Background: an optimization exercise with open tools, aiming at small area. Do not read the settings as production practice.
Where RTL was checked, it was by simulation tests only, not by an equivalence proof against the original.
Power figures rest on the tool's default switching activity, not on a simulated workload.

// exe_top
module exe_top (
  input  logic                     clk,
  input  logic                     reset_n,
  input  logic [32-1:0]         dec_pc_i,
  input  logic                     dec_rd_v_i,
  input  logic [5-1:0]      dec_rd_adr_i,
  input  logic [32:0]           dec_rs1_data_i,
  input  logic [32:0]           dec_rs2_data_i,
  input  logic [32-1:0]         dec_immediat_i,
  input  logic [2:0]               dec_access_size_i,
  input  logic                     dec_unsign_extension_i,
  input  logic [NB_UNIT-1:0]       dec_unit_i,
  input  logic [NB_OPERATION-1:0]  dec_operation_i,
  input  logic                     pred_v_i,
  input  logic                     pred_is_taken_i,
  input  logic [32-1:0]         load_data_i,
  output logic                     mem_adr_v_o,
  output logic [32-1:0]         mem_adr_o,
  output logic                     mem_is_store_o,
  output logic [32-1:0]         mem_store_data_o,
  output logic [2:0]               mem_access_size_o,
  output logic                     exe_fwd_v_o,
  output logic [5-1:0]      exe_fwd_adr_o,
  output logic [32-1:0]         exe_fwd_data_o,
  output logic                     wbk_v_o,
  output logic [5-1:0]      wbk_adr_o,
  output logic [32-1:0]         wbk_data_o,
  output logic                     flush_v_q_o,
  output logic [32-1:0]         pc_data_q_o,
  output logic [32-1:0]         pred_fb_pc_o,
  output logic                     pred_fb_branch_instr_o,
  output logic                     pred_fb_feedback_o,
  output logic                     pred_fb_success_o,
  output logic                     pred_fb_failed_o
);
For scale: ~1700 cells after synthesis, ~110 flip-flops.
clock: 8.0 ns
lec_check: 0
cap_margin: 20
core_area: 5 5 245 245
die_area: 0 0 250 250
slew_margin: 20
run.sh (not shown) runs the stock make flow with config.mk's settings and CLKGATE_MAP_FILE= SYNTH_SCRIPT=/design/flow/synth_recipe.tcl, a recipe that flattens the netlist after the stock synthesis.
Rerun with:
==> flow/flow/run.sh (new file) <==
#!/bin/bash
bash standard.sh BUFFER_PORTS_ARGS="-buffer_cell sky130_fd_sc_hd__buf_1" finish > standard.log 2>&1
==> flow/standard.sh (new file) <==
#!/bin/bash
# synth_recipe.tcl (not shown) runs the flow's synth.tcl, then flattens the netlist and writes it again
# the make line also repeats each setting of config.mk as NAME=value (left out here)
make -C /OpenROAD-flow-scripts/flow DESIGN_CONFIG=/design/flow/config.mk WORK_HOME=/design/flow/orfs CLKGATE_MAP_FILE= SYNTH_SCRIPT=/design/flow/synth_recipe.tcl "${@:-finish}"
removed: flow/run.sh
Die area stays the same.
Sequential share of layout area goes up by 2.6 points.
Routed wire length decreases by about 7%.
No run of this note included a check of the RTL's function; only the layout flow was run.

job 101:
Another version of the RTL of exe_top (not shown whole).
For scale: about 1,300 cells after synthesis, ~110 flip-flops, about 410 I/O pins, about 0.010 sq mm of cells after synthesis.
==> flow/design.v (excerpt) <==
module exe_top (
  input  logic                     clk,
  input  logic                     reset_n,
  input  logic [32-1:0]         dec_pc_i,
  input  logic                     dec_rd_v_i,
  input  logic [5-1:0]      dec_rd_adr_i,
  input  logic [32:0]           dec_rs1_data_i,
  input  logic [32:0]           dec_rs2_data_i,
  input  logic [32-1:0]         dec_immediat_i,
  input  logic [2:0]               dec_access_size_i,
  input  logic                     dec_unsign_extension_i,
  input  logic [NB_UNIT-1:0]       dec_unit_i,
  input  logic [NB_OPERATION-1:0]  dec_operation_i,
  input  logic                     pred_v_i,
  input  logic                     pred_is_taken_i,
  input  logic [32-1:0]         load_data_i,
  output logic                     mem_adr_v_o,
  output logic [32-1:0]         mem_adr_o,
  output logic                     mem_is_store_o,
  output logic [32-1:0]         mem_store_data_o,
  output logic [2:0]               mem_access_size_o,
  output logic                     exe_fwd_v_o,
  output logic [5-1:0]      exe_fwd_adr_o,
  output logic [32-1:0]         exe_fwd_data_o,
  output logic                     wbk_v_o,
  output logic [5-1:0]      wbk_adr_o,
  output logic [32-1:0]         wbk_data_o,
  output logic                     flush_v_q_o,
  output logic [32-1:0]         pc_data_q_o,
  output logic [32-1:0]         pred_fb_pc_o,
  output logic                     pred_fb_branch_instr_o,
  output logic                     pred_fb_feedback_o,
  output logic                     pred_fb_success_o,
  output logic                     pred_fb_failed_o
);
clock: 8.0 ns
lec_check: 0
cap_margin: 20
core_area: 5 5 245 245
die_area: 0 0 250 250
slew_margin: 20
standard.sh (not shown) runs the stock make flow with config.mk's settings and CLKGATE_MAP_FILE= SYNTH_SCRIPT=/design/flow/synth_recipe.tcl, a recipe that flattens the netlist after the stock synthesis.
==> flow/flow/run.sh <==
#!/bin/bash
# Standard ORFS layout (the standard.sh), with the port buffers and the
# synthesis pass-through buffers made from the smallest buffer cell.
bash standard.sh \
  BUFFER_PORTS_ARGS="-buffer_cell sky130_fd_sc_hd__buf_1" \
  MIN_BUF_CELL_AND_PORTS="sky130_fd_sc_hd__buf_1 A X" \
  finish > standard.log 2>&1
[inputs] job 102 vs job 101
- GPL_TIMING_DRIVEN newly set to 0
- SLEW_MARGIN changed from 20 to 0
- CAP_MARGIN changed from 20 to 0
Relative to job 101, count of instances resized after the clock tree is built has increased by 55 in job 102.
Job 102 ended up with a lower relative contribution of combinational cells to total power than job 101 did.
Fmax on job 102 is down relative to job 101.
Job 102 had finished all stages when the layout checks came back failing, citing setup timing.
The minimum clock period number comes out higher for job 102 vs job 101.
Re XOR/XNOR share of the synthesized area: no difference whatsoever between job 102 and job 101.
Here is what was changed in the inputs of job 103 compared with job 102.
- a change of CORE_AREA from 5 5 245 245 to 5 5 175 175
- a deleted GPL_TIMING_DRIVEN that had been 0
- a change of DIE_AREA from 0 0 250 250 to 0 0 180 180
Notes after the runs:
Having completed the whole flow, job 103 delivered a layout that passed the timing, design-rule and antenna checks. ~same sequential power in job 102 and job 103. [compare] base=job 102 new=job 103: final worst slack saw an increase, critical path depth saw an increase, full die area saw a decrease.

-- afterwards: timing with drivers on the ports --
No port has a modelled driver above. Below, the same layouts with a new extraction and two added sets of constraints.
Step 1 (the two cells are an assumption about what drives the block):
set clk [get_ports {clk}]
set_driving_cell -lib_cell sky130_fd_sc_hd__clkbuf_16 $clk
set_driving_cell -lib_cell sky130_fd_sc_hd__buf_2 [delete_from_list [all_inputs] $clk]
Step 2 times the ports against the registers' clock, not the clock port: input delays grow and output delays shrink by t, the midpoint of the rising clock arrivals with the driver on.
Slacks: ideal ports / drivers / drivers and shift; pairs: ideal ports / drivers.
run | t, ns | slack for setup (ns) | worst register clock-pin slew, ns | pins driven straight from the clock port
the first run of note 1 | 0.421 | 0.162 / 0.135 / 0.135 | 0.08 / 0.08 | 1
the second run of note 1 | 0.417 | 0.401 / 0.374 / 0.374 | 0.08 / 0.08 | 1
job 101 | 0.443 | 0.150 / 0.126 / 0.079 | 0.09 / 0.09 | 1
job 102 | 0.442 | -0.077 / -0.170 / -0.253 | 0.09 / 0.09 | 1
job 103 | 0.423 | 0.132 / 0.085 / 0.085 | 0.10 / 0.10 | 1
The setup slack of job 102, which loses most, moves by -0.093 ns with the drivers and by -0.176 ns with both steps.
